This is an optimization exercise on Yosys and OpenROAD, whose aim is small area, a short achievable clock period and few clock cycles per item, not a production implementation.
Where RTL was checked, it was by simulation tests only, not by an equivalence proof against the original.
Only the layout flow was run in run 1; the RTL was not checked for function there.
Power figures rest on the tool's default switching activity, not on a simulated workload.

==> flow/design.v <==
`default_nettype none
package bls_pkg;
    localparam int CFG_IDX_W  = 3;
    localparam int CFG_DATA_W = 16;
    localparam int DIM_W      = 13;
    localparam int COLOR_W    = 16;
    typedef logic [CFG_IDX_W-1:0] t_cfg_idx;
    localparam t_cfg_idx CFG_IMAGE_WIDTH  = 3'd0;
    localparam t_cfg_idx CFG_IMAGE_HEIGHT = 3'd1;
    localparam t_cfg_idx CFG_DRAW_RED     = 3'd2;
    localparam t_cfg_idx CFG_DRAW_GREEN   = 3'd3;
    localparam t_cfg_idx CFG_DRAW_BLUE    = 3'd4;
    localparam logic [DIM_W-1:0]   RST_IMAGE_WIDTH  = 13'd4096;
    localparam logic [DIM_W-1:0]   RST_IMAGE_HEIGHT = 13'd4096;
    localparam logic [COLOR_W-1:0] RST_DRAW_RED     = 16'd250;
    localparam logic [COLOR_W-1:0] RST_DRAW_GREEN   = 16'd40;
    localparam logic [COLOR_W-1:0] RST_DRAW_BLUE    = 16'd40;
    localparam logic REQ_START = 1'b0;
    localparam logic REQ_STEP  = 1'b1;
endpackage
`default_nettype wire
`default_nettype none
module bls_skid #(
    parameter int WIDTH = 75
) (
    input  wire logic             i_clk,
    input  wire logic             i_rst_n,
    input  wire logic             i_valid,
    output logic                  o_ready,
    input  wire logic [WIDTH-1:0] i_data,
    output logic                  o_valid,
    input  wire logic             i_ready,
    output logic [WIDTH-1:0]      o_data
);
    logic             r_out_valid;
    logic [WIDTH-1:0] r_out_data;
    logic             r_skid_valid;
    logic [WIDTH-1:0] r_skid_data;
    logic             in_fire;
    logic             out_fire;
    assign o_ready  = !r_skid_valid;
    assign o_valid  = r_out_valid;
    assign o_data   = r_out_data;
    assign in_fire  = i_valid && !r_skid_valid;
    assign out_fire = r_out_valid && i_ready;
    always_ff @(posedge i_clk) begin
        if (!i_rst_n) begin
            r_out_valid  <= 1'b0;
            r_skid_valid <= 1'b0;
        end else begin
            if (!r_out_valid || out_fire) begin
                if (r_skid_valid) begin
                    r_out_valid  <= 1'b1;
                    r_skid_valid <= 1'b0;
                end else begin
                    r_out_valid <= in_fire;
                end
            end else if (in_fire) begin
                r_skid_valid <= 1'b1;
            end
        end
    end
    always_ff @(posedge i_clk) begin
        if (!r_out_valid || out_fire) begin
            if (r_skid_valid) begin
                r_out_data <= r_skid_data;
            end else if (in_fire) begin
                r_out_data <= i_data;
            end
        end else if (in_fire) begin
            r_skid_data <= i_data;
        end
    end
endmodule
`default_nettype wire
`default_nettype none
module bresenham_line_stepper_top #(
    parameter int COORD_BITS = 12
) (
    input  wire logic                               i_clk,
    input  wire logic                               i_rst_n,
    input  wire logic                               i_req_valid,
    output logic                                    o_req_ready,
    input  wire logic                               i_req_type,
    input  wire logic [COORD_BITS-1:0]              i_req_x_start,
    input  wire logic [COORD_BITS-1:0]              i_req_y_start,
    input  wire logic [COORD_BITS-1:0]              i_req_x_end,
    input  wire logic [COORD_BITS-1:0]              i_req_y_end,
    output logic                                    o_pix_valid,
    input  wire logic                               i_pix_ready,
    output logic                                    o_pix_pixel_valid,
    output logic [COORD_BITS-1:0]                   o_pix_pixel_x,
    output logic [COORD_BITS-1:0]                   o_pix_pixel_y,
    output logic                                    o_pix_in_image,
    output logic                                    o_pix_last_pixel,
    output logic [bls_pkg::COLOR_W-1:0]             o_pix_pixel_red,
    output logic [bls_pkg::COLOR_W-1:0]             o_pix_pixel_green,
    output logic [bls_pkg::COLOR_W-1:0]             o_pix_pixel_blue,
    input  wire logic                               i_cfg_we,
    input  wire logic [bls_pkg::CFG_IDX_W-1:0]      i_cfg_idx,
    input  wire logic [bls_pkg::CFG_DATA_W-1:0]     i_cfg_data
);
    localparam int C = COORD_BITS;
    function automatic logic [11:0] absdiff(input logic [12:0] v);
        logic [11:0] r;
        logic        any;
        any = 1'b0;
        for (int i = 0; i < 12; i++) begin
            r[i] = v[i] ^ (v[12] & any);
            any  = any | v[i];
        end
        absdiff = r;
    endfunction
    function automatic logic [11:0] incdec(input logic [11:0] a, input logic inc,
                                           input logic dec);
        logic [11:0] r;
        logic        ci, cd;
        ci = inc;
        cd = dec;
        for (int i = 0; i < 12; i++) begin
            r[i] = a[i] ^ (ci | cd);
            ci   = ci & a[i];
            cd   = cd & ~a[i];
        end
        incdec = r;
    endfunction
    logic [bls_pkg::DIM_W-1:0]   r_width;
    logic [bls_pkg::DIM_W-1:0]   r_height;
    logic [bls_pkg::COLOR_W-1:0] r_red;
    logic [bls_pkg::COLOR_W-1:0] r_green;
    logic [bls_pkg::COLOR_W-1:0] r_blue;
    logic [15:0] cfg_d0, cfg_d1;     
    logic [4:0]  cfg_en;
    assign cfg_d0 = i_rst_n ? i_cfg_data : 16'h0000;
    assign cfg_d1 = i_rst_n ? i_cfg_data : 16'hffff;
    always_comb begin
        for (int k = 0; k < 5; k++) begin
            cfg_en[k] = !i_rst_n || (i_cfg_we && (i_cfg_idx == 3'(k)));
        end
    end
    function automatic logic [15:0] cfg_pick(input logic [15:0] rst_val);
        logic [15:0] r;
        for (int i = 0; i < 16; i++) begin
            r[i] = rst_val[i] ? cfg_d1[i] : cfg_d0[i];
        end
        cfg_pick = r;
    endfunction
    logic [15:0] cfg_w, cfg_h;
    assign cfg_w = cfg_pick({3'b000, bls_pkg::RST_IMAGE_WIDTH});
    assign cfg_h = cfg_pick({3'b000, bls_pkg::RST_IMAGE_HEIGHT});
    always_ff @(posedge i_clk) begin
        if (cfg_en[0]) r_width  <= cfg_w[bls_pkg::DIM_W-1:0];
        if (cfg_en[1]) r_height <= cfg_h[bls_pkg::DIM_W-1:0];
        if (cfg_en[2]) r_red    <= cfg_pick(bls_pkg::RST_DRAW_RED);
        if (cfg_en[3]) r_green  <= cfg_pick(bls_pkg::RST_DRAW_GREEN);
        if (cfg_en[4]) r_blue   <= cfg_pick(bls_pkg::RST_DRAW_BLUE);
    end
    logic          r_q_valid;
    logic          r_q_type;
    logic [C-1:0]  r_q_x0, r_q_y0, r_q_x1, r_q_y1;
    logic          r_q_in0, r_q_in1;    
    logic                r_l_pend;
    logic                r_l_pv;
    logic                r_l_last;
    logic                r_l_in;
    logic [C-1:0]        r_l_x, r_l_y;
    logic                r_l_steep;
    logic                r_l_down;
    logic [C-1:0]        r_l_n;
    logic [C-1:0]        r_l_db;
    logic [C-1:0]        r_l_dm;
    logic [C:0]          r_l_f;
    logic                r_o_valid;
    logic                r_o_pv, r_o_npv_g, r_o_pv_b, r_o_npv_b;
    logic                r_o_pvf, r_o_npvf, r_o_pvf_b, r_o_npvf_b;
    logic                r_o_last;
    logic                r_o_in;
    logic [C-1:0]        r_o_x, r_o_y;
    logic                r_o_ready;
    logic push, o_free, o_load, is_start, active, q_en;
    assign push     = r_q_valid && !r_l_pend;
    assign q_en     = !r_q_valid || !r_l_pend;
    assign o_free   = !r_o_valid || i_pix_ready;
    assign o_load   = o_free && (r_l_pend || push);
    assign is_start = (r_q_type == bls_pkg::REQ_START);
    assign active   = r_l_pv && !r_l_last;
    always_ff @(posedge i_clk) begin
        if (q_en) begin
            r_q_type <= i_req_type;
            r_q_x0   <= i_req_x_start;
            r_q_y0   <= i_req_y_start;
            r_q_x1   <= i_req_x_end;
            r_q_y1   <= i_req_y_end;
            r_q_in0  <= ({1'b0, i_req_x_start} < r_width) && ({1'b0, i_req_y_start} < r_height);
            r_q_in1  <= ({1'b0, i_req_x_end} < r_width) && ({1'b0, i_req_y_end} < r_height);
        end
    end
    logic [C:0]   ex, ey;
    logic         sx, sy;
    logic [C-1:0] adx, ady;
    logic [C:0]   diff;
    logic         s_steep, s_swap;
    logic [C-1:0] s_x, s_y, s_da, s_db;
    logic         s_last, s_in;
    always_comb begin
        ex      = {1'b0, r_q_x1} - {1'b0, r_q_x0};
        ey      = {1'b0, r_q_y1} - {1'b0, r_q_y0};
        sx      = ex[C];
        sy      = ey[C];
        adx     = absdiff(ex);
        ady     = absdiff(ey);
        diff    = {1'b0, ady} - {1'b0, adx};
        s_steep = !diff[C];
        s_swap  = s_steep ? sy : sx;
        s_x     = s_swap ? r_q_x1 : r_q_x0;
        s_y     = s_swap ? r_q_y1 : r_q_y0;
        s_in    = s_swap ? r_q_in1 : r_q_in0;
        s_da    = s_steep ? ady : adx;
        s_db    = s_steep ? adx : ady;
        s_last  = (r_q_x0 == r_q_x1) && (r_q_y0 == r_q_y1);
    end
    logic         cond;
    logic         x_inc, x_dec, y_inc, y_dec;
    logic [C-1:0] t_x, t_y;
    logic [C:0]   t_f, c_f;
    always_comb begin
        c_f   = r_l_f;
        cond  = !c_f[C];
        x_inc = !r_l_steep || (cond && !r_l_down);
        x_dec = r_l_steep && cond && r_l_down;
        y_inc = r_l_steep || (cond && !r_l_down);
        y_dec = !r_l_steep && cond && r_l_down;
        t_x   = incdec(r_l_x, x_inc, x_dec);
        t_y   = incdec(r_l_y, y_inc, y_dec);
        t_f   = c_f + (cond ? {1'b1, r_l_dm ^ {C{r_l_steep}}} : {1'b0, r_l_db})
                    + {{C{1'b0}}, cond && r_l_steep};
    end
    logic         n_pv;
    logic [C-1:0] n_x, n_y;
    logic         n_in;
    always_comb begin
        n_pv = is_start || active;
        n_x  = is_start ? s_x : active ? t_x : '0;
        n_y  = is_start ? s_y : active ? t_y : '0;
        n_in = is_start ? s_in
             : active && ({1'b0, t_x} < r_width) && ({1'b0, t_y} < r_height);
    end
    logic q_valid_nx, l_pend_nx, o_valid_nx, o_pv_nx;
    always_comb begin
        q_valid_nx = q_en ? i_req_valid : r_q_valid;
        l_pend_nx  = r_l_pend ? !o_free : (push && !o_free);
        o_valid_nx = o_free ? (r_l_pend || push) : 1'b1;
        if (!i_rst_n) begin
            q_valid_nx = 1'b0;
            l_pend_nx  = 1'b0;
            o_valid_nx = 1'b0;
        end
    end
    always_ff @(posedge i_clk) begin
        r_q_valid <= q_valid_nx;
        r_l_pend  <= l_pend_nx;
        r_o_valid <= o_valid_nx;
        r_o_ready <= !q_valid_nx || !l_pend_nx;
        if (!i_rst_n) begin
            r_l_pv <= 1'b0;
        end else if (push) begin
            r_l_pv <= n_pv;
        end
    end
    always_ff @(posedge i_clk) begin
        if (push) begin
            r_l_x    <= n_x;
            r_l_y    <= n_y;
            r_l_in   <= n_in;
            if (is_start) begin
                r_l_last  <= s_last;
                r_l_steep <= s_steep;
                r_l_down  <= sx ^ sy;
                r_l_n     <= s_da;
                r_l_db    <= s_db;
                r_l_dm    <= diff[C-1:0];
                r_l_f     <= {1'b0, s_db} + ~{2'b00, s_da[C-1:1]};
            end else if (active) begin
                r_l_last  <= (r_l_n == 1);
                r_l_n     <= r_l_n - 1'b1;
                r_l_f     <= t_f;
            end else begin
                r_l_last <= 1'b0;
            end
        end
    end
    assign o_pv_nx = r_l_pend ? r_l_pv : n_pv;
    always_ff @(posedge i_clk) begin
        if (o_load) begin
            r_o_pv    <= o_pv_nx;
            r_o_npv_g <= !o_pv_nx;
            r_o_x     <= r_l_pend ? r_l_x : n_x;
            r_o_y     <= r_l_pend ? r_l_y : n_y;
            r_o_in    <= r_l_pend ? r_l_in : n_in;
            r_o_last  <= r_l_pend ? r_l_last
                       : is_start ? s_last : active && (r_l_n == 1);
        end
    end
    always_ff @(posedge i_clk) begin
        if (!i_rst_n) begin
            r_o_pv_b  <= 1'b0;
            r_o_npv_b <= 1'b1;
        end else if (o_load) begin
            r_o_pv_b  <= o_pv_nx;
            r_o_npv_b <= !o_pv_nx;
        end
    end
    always_ff @(posedge i_clk) begin
        if (o_free) begin
            r_o_pvf  <= o_pv_nx;
            r_o_npvf <= !o_pv_nx;
        end
    end
    always_ff @(posedge i_clk) begin
        if (!i_rst_n) begin
            r_o_pvf_b  <= 1'b0;
            r_o_npvf_b <= 1'b1;
        end else if (o_free) begin
            r_o_pvf_b  <= o_pv_nx;
            r_o_npvf_b <= !o_pv_nx;
        end
    end
    assign o_req_ready       = r_o_ready;
    assign o_pix_valid       = r_o_valid;
    assign o_pix_pixel_valid = r_o_pv;
    assign o_pix_pixel_x     = r_o_x;
    assign o_pix_pixel_y     = r_o_y;
    assign o_pix_in_image    = r_o_in;
    assign o_pix_last_pixel  = r_o_last;
    assign o_pix_pixel_red   = {r_o_pv     ? r_red[15:10]   : 6'h00,
                                r_o_npv_g  ? 5'h00 : r_red[9:5],
                                r_o_pv_b   ? r_red[4:0]     : 5'h00};
    assign o_pix_pixel_green = {r_o_npv_b  ? 6'h00 : r_green[15:10],
                                r_o_pvf    ? r_green[9:5]   : 5'h00,
                                r_o_npvf   ? 5'h00 : r_green[4:0]};
    assign o_pix_pixel_blue  = {r_o_pvf_b  ? r_blue[15:10]  : 6'h00,
                                r_o_npvf_b ? 5'h00 : r_blue[9:5],
                                r_o_pvf    ? r_blue[4:0]    : 5'h00};
endmodule
`default_nettype wire
==> flow/flow/run.sh <==
#!/bin/bash
set -e
export BUFFER_PORTS_ARGS="-buffer_cell sky130_fd_sc_hd__buf_1"
export SETUP_SLACK_MARGIN=14.6
bash standard.sh > standard.log 2>&1
==> flow/standard.sh <==
#!/bin/bash
# synth_recipe.tcl (not shown) runs the flow's synth.tcl, then flattens the netlist and writes it again
# the make line also repeats each setting of config.mk as NAME=value (left out here)
make -C /OpenROAD-flow-scripts/flow DESIGN_CONFIG=/design/flow/config.mk WORK_HOME=/design/flow/orfs CLKGATE_MAP_FILE= SYNTH_SCRIPT=/design/flow/synth_recipe.tcl "${@:-finish}"
==> flow/config.mk <==
export PLATFORM = sky130hd
export DESIGN_NAME = bresenham_line_stepper_top
export DESIGN_NICKNAME = bresenham_line_stepper_top
export VERILOG_FILES = /design/flow/design.v
export SDC_FILE = /design/flow/constraint.sdc
export NUM_CORES = 4
export LEC_CHECK = 0
export CAP_MARGIN = 20
export CORE_MARGIN = 2
export CORE_UTILIZATION = 40
export CTS_BUF_LIST = sky130_fd_sc_hd__clkbuf_16
export CTS_CLUSTER_DIAMETER = 100
export CTS_CLUSTER_SIZE = 20
export SLEW_MARGIN = 20
==> flow/constraint.sdc <==
create_clock -name core_clock -period 20.0 [get_ports {i_clk}]
set_input_delay 4.0000 -clock core_clock [delete_from_list [all_inputs] [get_ports {i_clk}]]
set_output_delay 4.0000 -clock core_clock [all_outputs]
set_load 0.01 [all_outputs]
==> results of run 1 <==
-- state kept, by name (all words and copies together) (netlist names), 13 cells and up --
register  cells
r_red        16
r_height     13
r_width      13
r_l_f        13
r_green      16
r_blue       16
-- final cells by class --
class | instances | area [µm²]
Timing Repair Buffer | 221 | 1190
Multi-Input combinational cell | 1028 | 8130
Clock inverter | 8 | 47.5
Timing Repair inverter | 1 | 5.00
Inverter | 85 | 342
Fill cell | 3373 | 18900
Tap cell | 468 | 586
Sequential cell | 241 | 7150
Clock buffer | 17 | 425
-- report_power, final --
| group | total, mW | switching [mW] | internal, mW | leakage, nW |
|---|---|---|---|---|
| sequential | 0.673 | 0.0263 | 0.647 | 2.34 |
| clock | 0.333 | 0.177 | 0.156 | 0.253 |
| combinational | 1.13 | 0.618 | 0.513 | 4.33 |
| total | 2.14 | 0.821 | 1.32 | 6.92 |
-- kinds of logic (layout without fill, tap and decap cells) --
family | Yosys count | after routing | share of synthesized area (%)
muxes | 41 | 41 | 3.02
and+or+nand+nor | 404 | 405 | 14.0
AOI/OAI and AO/OA | 333 | 333 | 14.0
buffers and inverters | 129 | 332 | 3.24
adders and majority gates | 133 | 133 | 11.2
DFF | 241 | 241 | 47.7
xor gates and xnor gates | 116 | 116 | 6.83
-- worst paths after layout --
path	slack, ns	start	cells past startpoint	end
setup / recovery	12.76	r_q_x1[4]	31	r_l_f[7]
hold reg to reg	0.55	r_o_pv_b	2	r_o_pv_b
setup reg to reg	12.76	r_q_x1[4]	31	r_l_f[7]
hold / removal	0.55	r_o_pv_b	2	r_o_pv_b
-- cell usage in the layout (no fill, tap or decap), types with 30 or more instances in the layout --
| cell | n |
|---|---|
| a21oi_2 | 30 |
| a21o_1 | 33 |
| nand2_1 | 90 |
| xnor2_1 | 61 |
| ha_1 | 104 |
| nor2_1 | 84 |
| o21ai_1 | 37 |
| a21oi_1 | 61 |
| nor2b_1 | 49 |
| nand2b_1 | 37 |
| inv_1 | 81 |
| edfxtp_1 | 232 |
| xor2_1 | 33 |
| o21ai_0 | 65 |
| and2_1 | 49 |
| buf_1 | 140 |
| buf_4 | 65 |
-- metal layers --
metal | vias up | wire [µm]
met5 | - | 28
li1 | 5429 | -
met1 | 5338 | 17300
met4 | 4 | 1090
met3 | 70 | 2460
met2 | 318 | 19300
-- per-stage QoR --
step                hold slack (ns)  setup WS [ns]  power (mW)  util (%)  area, µm²
floorplan                     0.488          12.91        1.39         -      15300
finish                        0.553          12.76        2.14      48.6      17900
global route                  0.591          12.42        2.28      48.6      17900
CTS                           0.548          12.89        2.03      47.3      17400
detailed placement            0.530          11.54        1.58      44.4      16300
global placement              0.537          11.68        1.57      44.4      16300
-- worst max-delay path, delay by kind of cell, from the launching register on --
kind	cells	cell delay, ns
adders and majority gates	9	2.28
AOI/OAI and AO/OA	8	1.75
and+or+nand+nor	5	1.07
buffers and inverters	5	0.69
DFF	1	0.45
xor gates and xnor gates	2	0.39
muxes	2	0.32
-- repair_timing --
action,in CTS,in global routing
pin swaps,62,50
setup buffers,31,24
cloned,2,1
gates resized for setup,71,63
endpoints found under the setup margin,89,100
==> out/results.ini, run 1 <==
[route]
vias_per_cell = 5.39
ant_nets = 0
vias = 11159
drt_wl_total_mm = 40.1
wl_per_cell_um = 19.4
dr.pass1.iters = 6
drtIter0Drc = 618
drc_errors = 0

[status]
status = no timing/DRC/antenna violations

[floorplanning]
ios = 150
fp.dieH_um = 198
rows = 70
die_w_um = 198
die-area_um2 = 39000
initial_core_util_pct = 40.7
coreArea_um2 = 36800

[power_and_ir_drop]
p_per_area_nw_per_um2 = 120
irDropWorstVdd_v = 0.0000766
leakagePower_nw = 6.92

[yosys]
async_flop_share_pct = 0
synthTopCellsByArea = edfxtp_1 47%, ha_1 9.9%, xnor2_1 4.4%
avgSynthCellArea_um2 = 10.7
synth-seq-area-share_pct = 47.7
synthTopCellsByCount = 232 x edfxtp_1, 118 x ha_1, 103 x o21ai_0
synth_cell_types = 78
syn_area_um2 = 15000
yosys.area.top_type = edfxtp_1
ys.flop_type = edfxtp_1
yosys_warnings = 1
synth_cells = 1397
synth_top_area_share_pct = 46.5
ys_ff_latch = 241
yosysMostFrequentCell = edfxtp_1
syn_nets = 1593
synth_edf_count = 232

[placement]
post-place-cells = 1986
gp_congestion = 0.872
dpl.hpwl_mm = 29.3
port_buffers = 149

[setup_path]
cp_slowest_cell = edfxtp_1
cp_common_cell = maj3_2
crit_path_max_incr_delay_ns = 0.45
arrival_ns = 7.45
required_ns = 20.22
cp-start-kind = register
crit_fanout = 8
cp-end-kind = register
path_class = register to register

[global_routing]
antenna_found_initial = 2
top_usage_layer = met2
met2_usage_pct = 34.9
grt_max_degree = 59
grt-ovfl-total = 0
grt_pass1_wl_mm = 61.9
grt_usage_pct = 20.4
grt_pass1_vias = 11091
met3_usage_pct = 3.77
use_met1_pct = 26.4

[cts]
clkTransAtPathRegs_ns = 0.09
cts_buffers = 16
clk_latency_ns = 0.50
cts_tree = done
cts.sinks = 241
cts.path.max_buffers = 3
cts_root_buffer = clkbuf_16
ctsHoldBuffers = 0
htreeDepth = 1

[min_path]
hold_path.class = register to register

[timing]
relSlewSlack_pct = 41.7
fmax_mhz = 138
rsz0062_at_grt = true
setup_violations = 0
setup_tns_ns = 0
hold_viol_final = 0
fin_skew_ns = 0.0260
fin_crit_ns = 7.24
fin_crit_sh_pct = 36.2
maxSlewViolCount = 0
worst_pin_slew_ns = 0.873

[cells_and_area]
final_nets = 1790
instances_no_fill = 2069
diodes = 0
syn2layout_area_growth_pct = 19.3
drive_above_1_share_pct = 17.2

[run]
drv_cap = 0

==> run 2, diff against run 1 <==
--- a/flow/design.v
+++ b/flow/design.v
@@ -170,6 +170,7 @@
     logic [C-1:0]        r_l_db;
     logic [C-1:0]        r_l_dm;
     logic [C:0]          r_l_f;
+    logic                r_l_fresh;
     logic                r_o_valid;
     logic                r_o_pv, r_o_npv_g, r_o_pv_b, r_o_npv_b;
     logic                r_o_pvf, r_o_npvf, r_o_pvf_b, r_o_npvf_b;
@@ -223,8 +224,9 @@
     logic         x_inc, x_dec, y_inc, y_dec;
     logic [C-1:0] t_x, t_y;
     logic [C:0]   t_f, c_f;
+    logic [C+1:0] t_fw;
     always_comb begin
-        c_f   = r_l_f;
+        c_f   = r_l_fresh ? {1'b0, r_l_db} + ~{2'b00, r_l_n[C-1:1]} : r_l_f;
         cond  = !c_f[C];
         x_inc = !r_l_steep || (cond && !r_l_down);
         x_dec = r_l_steep && cond && r_l_down;
@@ -232,8 +234,9 @@
         y_dec = !r_l_steep && cond && r_l_down;
         t_x   = incdec(r_l_x, x_inc, x_dec);
         t_y   = incdec(r_l_y, y_inc, y_dec);
-        t_f   = c_f + (cond ? {1'b1, r_l_dm ^ {C{r_l_steep}}} : {1'b0, r_l_db})
-                    + {{C{1'b0}}, cond && r_l_steep};
+        t_fw  = {c_f, 1'b1} + {(cond ? {1'b1, r_l_dm ^ {C{r_l_steep}}} : {1'b0, r_l_db}),
+                               cond && r_l_steep};
+        t_f   = t_fw[C+1:1];
     end
     logic         n_pv;
     logic [C-1:0] n_x, n_y;
@@ -279,11 +282,12 @@
                 r_l_n     <= s_da;
                 r_l_db    <= s_db;
                 r_l_dm    <= diff[C-1:0];
-                r_l_f     <= {1'b0, s_db} + ~{2'b00, s_da[C-1:1]};
+                r_l_fresh <= 1'b1;
             end else if (active) begin
                 r_l_last  <= (r_l_n == 1);
                 r_l_n     <= r_l_n - 1'b1;
                 r_l_f     <= t_f;
+                r_l_fresh <= 1'b0;
             end else begin
                 r_l_last <= 1'b0;
             end
==> run 2 against run 1 <==
Power fell by 23%. Fmax up 35%. Non-clock buffer count decreased by 46. Hold slack got worse by 0.0039 ns. Combinational power fell by 44%. Sequential power fell by 2%. Critical path depth decreased by 29. Clock skew decreased by 0.011 ns. Via count is 2.0% higher. Count of clock-buffer cells in the layout fell by 1. Wire length increased by 6.1%. Largest cell class unchanged. Final area down 2.9%.
==> out/results.ini, run 2 <==
[placement]
gp_congestion = 0.851  ; was 0.872
port_buffers = 149  ; unchanged
dpl.hpwl_mm = 32.4  ; was 29.3 mm

[cells_and_area]
drive_above_1_share_pct = 7.72  ; was 17.2%
final_common_cell = edfxtp_1  ; unchanged
reg_top3 = r_blue (16), r_green (16), r_red (16)  ; unchanged
final_nets = 1790  ; unchanged
n_fill_cell = 3640  ; was 3373
layout_common_cells = 233 x edfxtp_1, 140 x buf_1, 127 x ha_1  ; was 232 x edfxtp_1, 140 x buf_1, 104 x ha_1
diodes = 0  ; unchanged
fin_util_pct = 45.8  ; was 48.6%
regArea_um2 = 7180  ; was 7150 µm²
syn2layout_area_growth_pct = 12.4  ; was 19.3%
multiInputGateArea_um2 = 7850  ; was 8130 µm²

[min_path]
hold_path.class = register to register  ; unchanged
whs_endpoint = r_o_pv_b  ; unchanged
holdPathStages = 2  ; unchanged
min_from = r_o_pv_b  ; unchanged

[status]
status = no timing/DRC/antenna violations  ; unchanged

[cts]
clk_latency_ns = 0.52  ; was 0.50 ns
clkTransAtPathRegs_ns = 0.08  ; was 0.09 ns
htreeDepth = 1  ; unchanged
cts_buffers = 16  ; unchanged
cts.path.max_buffers = 3  ; unchanged
cts_root_buffer = clkbuf_16  ; unchanged
cts.sinks = 242  ; was 241
cts_tree = done  ; unchanged

[yosys]
synth-xor-area-share_pct = 6.07  ; was 6.83%
syn_area_um2 = 15400  ; was 15000 µm²
yosysMostFrequentCell = edfxtp_1  ; unchanged
synth_top_family_by_area = compound AO/OA/AOI/OAI gates  ; was simple AND/OR/NAND/NOR gates
ys_ff_latch = 242  ; was 241
avgSynthCellArea_um2 = 10.8  ; was 10.7 µm²
synth-seq-area-share_pct = 46.5  ; was 47.7%
syn_nets = 1636  ; was 1593
synth-adder-area-share_pct = 10.9  ; was 11.2%
ys.flop_type = edfxtp_1  ; unchanged
yosys_warnings = 1  ; unchanged
yosys.area.top_type = edfxtp_1  ; unchanged
synthTopCellsByCount = 233 x edfxtp_1, 127 x ha_1, 104 x inv_1  ; was 232 x edfxtp_1, 118 x ha_1, 103 x o21ai_0
synth_compound_area_share_pct = 14.8  ; was 14.0%
synth_cells = 1431  ; was 1397
synth_edf_count = 233  ; was 232
synthTopCellsByArea = edfxtp_1 45%, ha_1 10%, xnor2_1 4.4%  ; was edfxtp_1 47%, ha_1 9.9%, xnor2_1 4.4%
synth_cell_types = 89  ; was 78
muxShareOfSynthArea_pct = 3.65  ; was 3.02%
yosys.area_share.simple_pct = 14.3  ; was 14.0%
synth_top_area_share_pct = 45.3  ; was 46.5%
async_flop_share_pct = 0  ; unchanged

[setup_path]
crit_fanout = 7  ; was 8
cp_cell_sequence = and2_1 > clkbuf_2
crit_path_max_incr_delay_ns = 0.52  ; was 0.45 ns
path_buf_inv = 1  ; was 5
path_class = register to output port  ; was register to register
required_ns = 16.00  ; was 20.22 ns
cp_slowest_cell = edfxtp_1  ; unchanged
rr_startpoint = r_q_x0[0]  ; was r_q_x1[4]
cp-end-kind = output port  ; was register
reg2reg_depth = 17  ; was 31
rr_endpoint = r_o_y[7]  ; was r_l_f[7]
cp-start-kind = register  ; unchanged
cp_top_family = flip-flops  ; was adder cells
worst-path-stages = 2  ; was 31
arrival_ns = 1.38  ; was 7.45 ns
r2r_slack_ns = 14.87  ; was 12.76 ns

[floorplanning]
coreArea_um2 = 37800  ; was 36800 µm²
die-area_um2 = 40200  ; was 39000 µm²
rows = 71  ; was 70
fp.dieH_um = 200  ; was 198 µm
die_w_um = 200  ; was 198 µm
ios = 150  ; unchanged
initial_core_util_pct = 40.8  ; was 40.7%

[global_routing]
antenna_found_initial = 1  ; was 2
grt_usage_pct = 20.6  ; was 20.4%
grt_max_degree = 44  ; was 59
grt_pass1_wl_mm = 65.5  ; was 61.9 mm
grt-ovfl-total = 0  ; unchanged
grt_pass1_vias = 11398  ; was 11091

[timing]
maxSlewViolCount = 0  ; unchanged
fin_skew_ns = 0.0152  ; was 0.0260 ns
hold_viol_final = 0  ; unchanged
fmax_mhz = 186  ; was 138 MHz
rsz0062_at_grt = true  ; unchanged
setup_tns_ns = 0  ; unchanged
fin_crit_ns = 5.38  ; was 7.24 ns
setup_violations = 0  ; unchanged
relSlewSlack_pct = 41.8  ; was 41.7%
worst_pin_slew_ns = 0.873  ; about the same
fin_crit_sh_pct = 26.9  ; was 36.2%

[route]
wl_per_cell_um = 20.2  ; was 19.4 µm
drtIter0Drc = 746  ; was 618
vias = 11381  ; was 11159
dr.pass1.iters = 6  ; unchanged
drc_errors = 0  ; unchanged
drt_wl_total_mm = 42.6  ; was 40.1 mm
ant_nets = 0  ; unchanged
vias_per_cell = 5.41  ; was 5.39

[power_and_ir_drop]
finalPower_mw = 1.65  ; was 2.14 mW
p_per_area_nw_per_um2 = 94.9  ; was 120 nW/µm²
leakagePower_nw = 6.78  ; was 6.92 nW
irDropWorstVdd_v = 0.0000582  ; was 0.0000766 V

[run]
drv_cap = 0  ; unchanged

-- run 2: cell types whose count changed in the layout (fill, tap and decap cells not counted), sizes merged, moves of 11 or more --
cell	change
o2bb2ai	+12
nor2b	-11
a21o	+11
o22ai	+13
o221ai	+13
a21oi	-24
o21ai	-50
inv	+20
mux2i	+25
nand3	+18
buf	-49
-- run 2: metrics by stage --
step	setup WS, ns	cell area, µm²	std cells	hold slack (ns)
3_3_place_gp	14.21	16600	2070	0.532
3_5_place_dp	14.16	16600	2070	0.527
6_report	14.62	17400	2104	0.549
5_1_grt	14.55	17400	2104	0.597
2_1_floorplan	14.26	15400	1431	0.488
4_1_cts	14.60	17200	2097	0.546
-- run 2: worst max path at each step --
stage	from	slack [ns]	end
final	r_o_pv	14.62	o_pix_pixel_red[10]
after floorplan	i_cfg_idx[2]	14.26	r_green[0]
after CTS	r_o_pv	14.60	o_pix_pixel_red[15]
after global placement	i_req_y_end[1]	14.21	r_q_in1
after global routing	r_o_pv	14.55	o_pix_pixel_red[10]
after detailed placement	i_req_y_end[1]	14.16	r_q_in1
-- run 2: metal layers --
| metal | vias to the layer above | GRT usage (%) | part of all wire [%] |
|---|---|---|---|
| met3 | 57 | 2.78 | 5.1 |
| li1 | 5603 | - | - |
| met4 | 2 | 5.29 | 2.6 |
| met5 | - | 0 | 0.026 |
| met1 | 5390 | 27.4 | 44 |
| met2 | 329 | 35.4 | 48 |
-- run 2: kinds of logic after synthesis --
logic type,Yosys count
compound gates,326
xor+xnor,107
fa+ha+maj,132
buf+inv,146
flops,242
mux,54
simple gates,424
-- run 2: layout make-up --
class                      count  area share (%)
tap                          511            3.69
multi-input combinational   1045            45.2
clock buffer                  16            2.31
sequential                   242            41.4
clock inverter                10           0.635
inverter                     105            2.28
timing repair buffer         175            4.49
-- run 2: report_power, final --
part | leakage (nW) | total (mW) | switching (mW) | internal (mW)
sequential | 2.35 | 0.660 | 0.0261 | 0.634
combinational | 4.16 | 0.631 | 0.370 | 0.261
clock | 0.270 | 0.355 | 0.181 | 0.175
total | 6.78 | 1.65 | 0.577 | 1.07
-- run 2: what timing repair did --
item	in CTS	in global routing
endpoints found under the setup margin	61	52
buffers inserted	1	5
hold buffers	0	0
pin swaps	0	5
resized for setup	4	27
gates cloned	0	2
-- run 2: worst register-to-register path: cells and delay by family, from the launching register on --
family	cells	cell delay, ns
multiplexers	4	1.22
adder cells (fa/ha/maj)	3	1.04
AO/OA/AOI/OAI	5	1.03
XOR/XNOR	2	0.62
AND/OR/NAND/NOR	3	0.56
flip-flops	1	0.40
Testbench counts of run 2, summed over its fixed seeds: cycles 48,523, items 48,507.
==> run 3, diff against run 2 <==
--- a/flow/config.mk
+++ b/flow/config.mk
@@ -8,7 +8,7 @@
 export CAP_MARGIN = 20
 export CORE_MARGIN = 2
 export CORE_UTILIZATION = 40
-export CTS_BUF_LIST = sky130_fd_sc_hd__clkbuf_16
-export CTS_CLUSTER_DIAMETER = 100
-export CTS_CLUSTER_SIZE = 20
+export CTS_BUF_LIST = sky130_fd_sc_hd__clkbuf_8 sky130_fd_sc_hd__clkbuf_16
+export CTS_CLUSTER_DIAMETER = 80
+export CTS_CLUSTER_SIZE = 16
 export SLEW_MARGIN = 20
==> run 3 against run 2 <==
Critical path depth unchanged. Sequential power barely moved. Power is 5.6% higher. Utilization up 0.66 points. Cell count is 0.76% higher. First-iteration DRC count down 1.5%. Final area increased by 1.4%. Sequential share of layout area shrank 0.58 points. Area after synthesis is the same. Largest cell class unchanged. Largest power group unchanged. Count of clock-buffer cells in the layout grew 7. Hold slack got worse by 0.0091 ns.
==> out/results.ini, run 3 <==
[placement]
gp_congestion = 0.851  ; unchanged
post-place-cells = 2070  ; unchanged
placed_cell_area_um2 = 16600  ; unchanged
dpl.hpwl_mm = 32.4  ; unchanged
port_buffers = 149  ; unchanged

[setup_path]
cp-start-kind = register  ; unchanged
required_ns = 16.00  ; about the same
path_class = register to output port  ; unchanged
arrival_ns = 1.41  ; was 1.38 ns
rr_endpoint = r_o_y[0]  ; was r_o_y[7]
rr_startpoint = r_q_y0[0]  ; was r_q_x0[0]
reg2reg_depth = 19  ; was 17
cp-end-kind = output port  ; unchanged
cp_cell_sequence = and2_1 > clkbuf_2  ; unchanged
crit_path_max_incr_delay_ns = 0.52  ; about the same
r2r_slack_ns = 14.78  ; was 14.87 ns
crit_fanout = 7  ; unchanged
cp_slowest_cell = edfxtp_1  ; unchanged

[power_and_ir_drop]
p_per_area_nw_per_um2 = 98.8  ; was 94.9 nW/µm²
irDropWorstVdd_v = 0.0000619  ; was 0.0000582 V
leakagePower_nw = 6.94  ; was 6.78 nW

[timing]
rsz0062_at_grt = true  ; unchanged
worst_pin_slew_ns = 0.879  ; was 0.873 ns
fin_crit_ns = 5.41  ; was 5.38 ns
setup_tns_ns = 0  ; unchanged
worst_hold_slack_ns = 0.540  ; was 0.549 ns
fin_crit_sh_pct = 27.1  ; was 26.9%
fmax_mhz = 185  ; was 186 MHz
maxSlewViolCount = 0  ; unchanged
fin_skew_ns = 0.0322  ; was 0.0152 ns
setup_violations = 0  ; unchanged
hold_viol_final = 0  ; unchanged
relSlewSlack_pct = 41.0  ; was 41.8%

[yosys]
synth_compound_area_share_pct = 14.8  ; unchanged
syn_nets = 1636  ; unchanged
synth_cell_types = 89  ; unchanged
synth_top_area_share_pct = 45.3  ; unchanged
ys_ff_latch = 242  ; unchanged
synth_top_family_by_area = compound AO/OA/AOI/OAI gates  ; unchanged
yosys.area.top_type = edfxtp_1  ; unchanged
synth-seq-area-share_pct = 46.5  ; unchanged
yosys_warnings = 1  ; unchanged
syn_area_um2 = 15400  ; unchanged
yosys.area_share.simple_pct = 14.3  ; unchanged
async_flop_share_pct = 0  ; unchanged
synth-adder-area-share_pct = 10.9  ; unchanged
synth-xor-area-share_pct = 6.07  ; unchanged
synthTopCellsByArea = edfxtp_1 45%, ha_1 10%, xnor2_1 4.4%  ; unchanged
avgSynthCellArea_um2 = 10.8  ; unchanged
yosysMostFrequentCell = edfxtp_1  ; unchanged
synth_cells = 1431  ; unchanged
synthTopCellsByCount = 233 x edfxtp_1, 127 x ha_1, 104 x inv_1  ; unchanged
synth_edf_count = 233  ; unchanged
ys.flop_type = edfxtp_1  ; unchanged
muxShareOfSynthArea_pct = 3.65  ; unchanged

[route]
ant_nets = 0  ; unchanged
drc_errors = 0  ; unchanged
vias_per_cell = 5.45  ; was 5.41
dr.pass1.iters = 5  ; was 6
drtIter0Drc = 735  ; was 746
drt_wl_total_mm = 42.8  ; was 42.6 mm
vias = 11544  ; was 11381
wl_per_cell_um = 20.2  ; about the same

[cells_and_area]
fin_util_pct = 46.5  ; was 45.8%
n_fill_cell = 3649  ; was 3640
drive_above_1_share_pct = 9.26  ; was 7.72%
final_nets = 1799  ; was 1790
instances_no_fill = 2120  ; was 2104
diodes = 0  ; unchanged
syn2layout_area_growth_pct = 14.0  ; was 12.4%
final_common_cell = edfxtp_1  ; unchanged
layout_common_cells = 233 x edfxtp_1, 127 x ha_1, 126 x buf_1  ; was 233 x edfxtp_1, 140 x buf_1, 127 x ha_1
reg_top3 = r_blue (16), r_green (16), r_red (16)  ; unchanged
final_area_um2 = 17600  ; was 17400 µm²

[global_routing]
met3_usage_pct = 3.80  ; was 2.78%
antenna_found_initial = 1  ; unchanged
use_met1_pct = 26.9  ; was 27.4%
met2_usage_pct = 35.0  ; was 35.4%
grt-ovfl-total = 0  ; unchanged
grt_pass1_vias = 11539  ; was 11398
top_usage_layer = met2  ; unchanged
grt_max_degree = 44  ; unchanged
grt_usage_pct = 20.7  ; was 20.6%
grt_pass1_wl_mm = 65.6  ; was 65.5 mm

[run]
drv_cap = 0  ; unchanged

[cts]
cts_tree = done  ; unchanged
cts_buffers = 23  ; was 16
cts_root_buffer = clkbuf_16  ; unchanged
cts.sinks = 242  ; unchanged
clk_latency_ns = 0.56  ; was 0.52 ns
clkTransAtPathRegs_ns = 0.07  ; was 0.08 ns
htreeDepth = 1  ; unchanged
cts.path.max_buffers = 3  ; unchanged

[status]
status = no timing/DRC/antenna violations  ; unchanged

[floorplanning]
die_w_um = 200  ; unchanged
ios = 150  ; unchanged
coreArea_um2 = 37800  ; unchanged
die-area_um2 = 40200  ; unchanged
rows = 71  ; unchanged
fp.dieH_um = 200  ; unchanged
initial_core_util_pct = 40.8  ; unchanged

[min_path]
holdPathStages = 2  ; unchanged
whs_endpoint = r_o_pvf_b  ; was r_o_pv_b
min_from = r_o_pvf_b  ; was r_o_pv_b
hold_path.class = register to register  ; unchanged

run 3: worst max path at each step:
stage / end / startpoint / slack, ns / cells after the start
after global routing: o_pix_pixel_red[10] / r_o_pv / 14.51 / 2
final: o_pix_pixel_red[10] / r_o_pv / 14.59 / 2
after floorplan: r_green[0] / i_cfg_idx[2] / 14.26 / 2
after global placement: r_q_in1 / i_req_y_end[1] / 14.21 / 9
after detailed placement: r_q_in1 / i_req_y_end[1] / 14.16 / 9
after CTS: o_pix_pixel_red[15] / r_o_pv / 14.56 / 2
run 3: cell families after synthesis:
kind of cell	after synthesis
compound gates	326
xor+xnor	107
fa+ha+maj	132
buf+inv	146
flops	242
mux	54
simple gates	424
run 3: through the flow:
stage	power, mW	worst slack [ns]
global placement	1.27	14.21
finish	1.74	14.59
floorplan	1.12	14.26
CTS	1.72	14.56
detailed placement	1.28	14.16
global route	1.84	14.51
run 3: what timing repair did:
action                     4_1_cts  5_1_grt
setup endpoints to repair       66       57
cloned                           0        2
gates resized for setup          7       38
pin swaps                        0        5
hold buffers                     0        0
buffers inserted                 1        7
run 3: worst max-delay path, delay by kind of cell (launching register included):
kind,cells,cell delay (ns)
flip-flops,1,0.52
AND/OR/NAND/NOR,1,0.22
buffers and inverters,1,0.13
run 3: layout make-up:
| class | instances | area (µm²) | area share, % |
|---|---|---|---|
| repair buffers | 177 | 811 | 4.61 |
| multi-input cells | 1045 | 7830 | 44.5 |
| flip-flops and latches | 242 | 7180 | 40.8 |
| clock inverters | 17 | 170 | 0.967 |
| well taps | 511 | 639 | 3.63 |
| clock buffers | 23 | 576 | 3.27 |
| inverters | 105 | 397 | 2.25 |
run 3: per-layer routing:
layer	routed length (µm)	share of wire, %	vias to the layer above
met3	2480	5.8	83
met2	20200	47	349
met4	1490	3.5	2
met5	13	0.030	-
met1	18600	43	5479
li1	-	-	5631
run 3: power by group:
part / total (mW) / switching [mW] / internal [mW]
registers: 0.661 / 0.0263 / 0.635
logic: 0.637 / 0.372 / 0.265
clock network: 0.442 / 0.211 / 0.231
total: 1.74 / 0.610 / 1.13

==> port drivers added, routing unchanged <==
In the flow no input, the clock included, has a driving cell. The finished layouts below were timed again as built, in two steps.
Step 1 assumes that a clkbuf_16 drives the clock port and a buf_2 every other input.
Step 2 times the ports against the registers' clock, not the clock port: input delays grow and output delays shrink by t, the midpoint of the rising clock arrivals with the driver on.
a / b / c = ideal ports / drivers / drivers and shift; a / b = the first two.
run	t (ns)	setup WS [ns]	worst register clock-pin slew, ns	worst data-port slew with drivers (ns)
run 1	0.544	12.763 / 12.763 / 12.763	0.09 / 0.09	0.08
run 2	0.566	14.621 / 14.565 / 14.212	0.09 / 0.09	0.06
run 3	0.597	14.586 / 14.528 / 14.185	0.08 / 0.08	0.06
After both steps setup and hold are still met in every run listed. The setup slack of run 2, which loses most, moves by -0.056 ns with the drivers and by -0.409 ns with both steps.
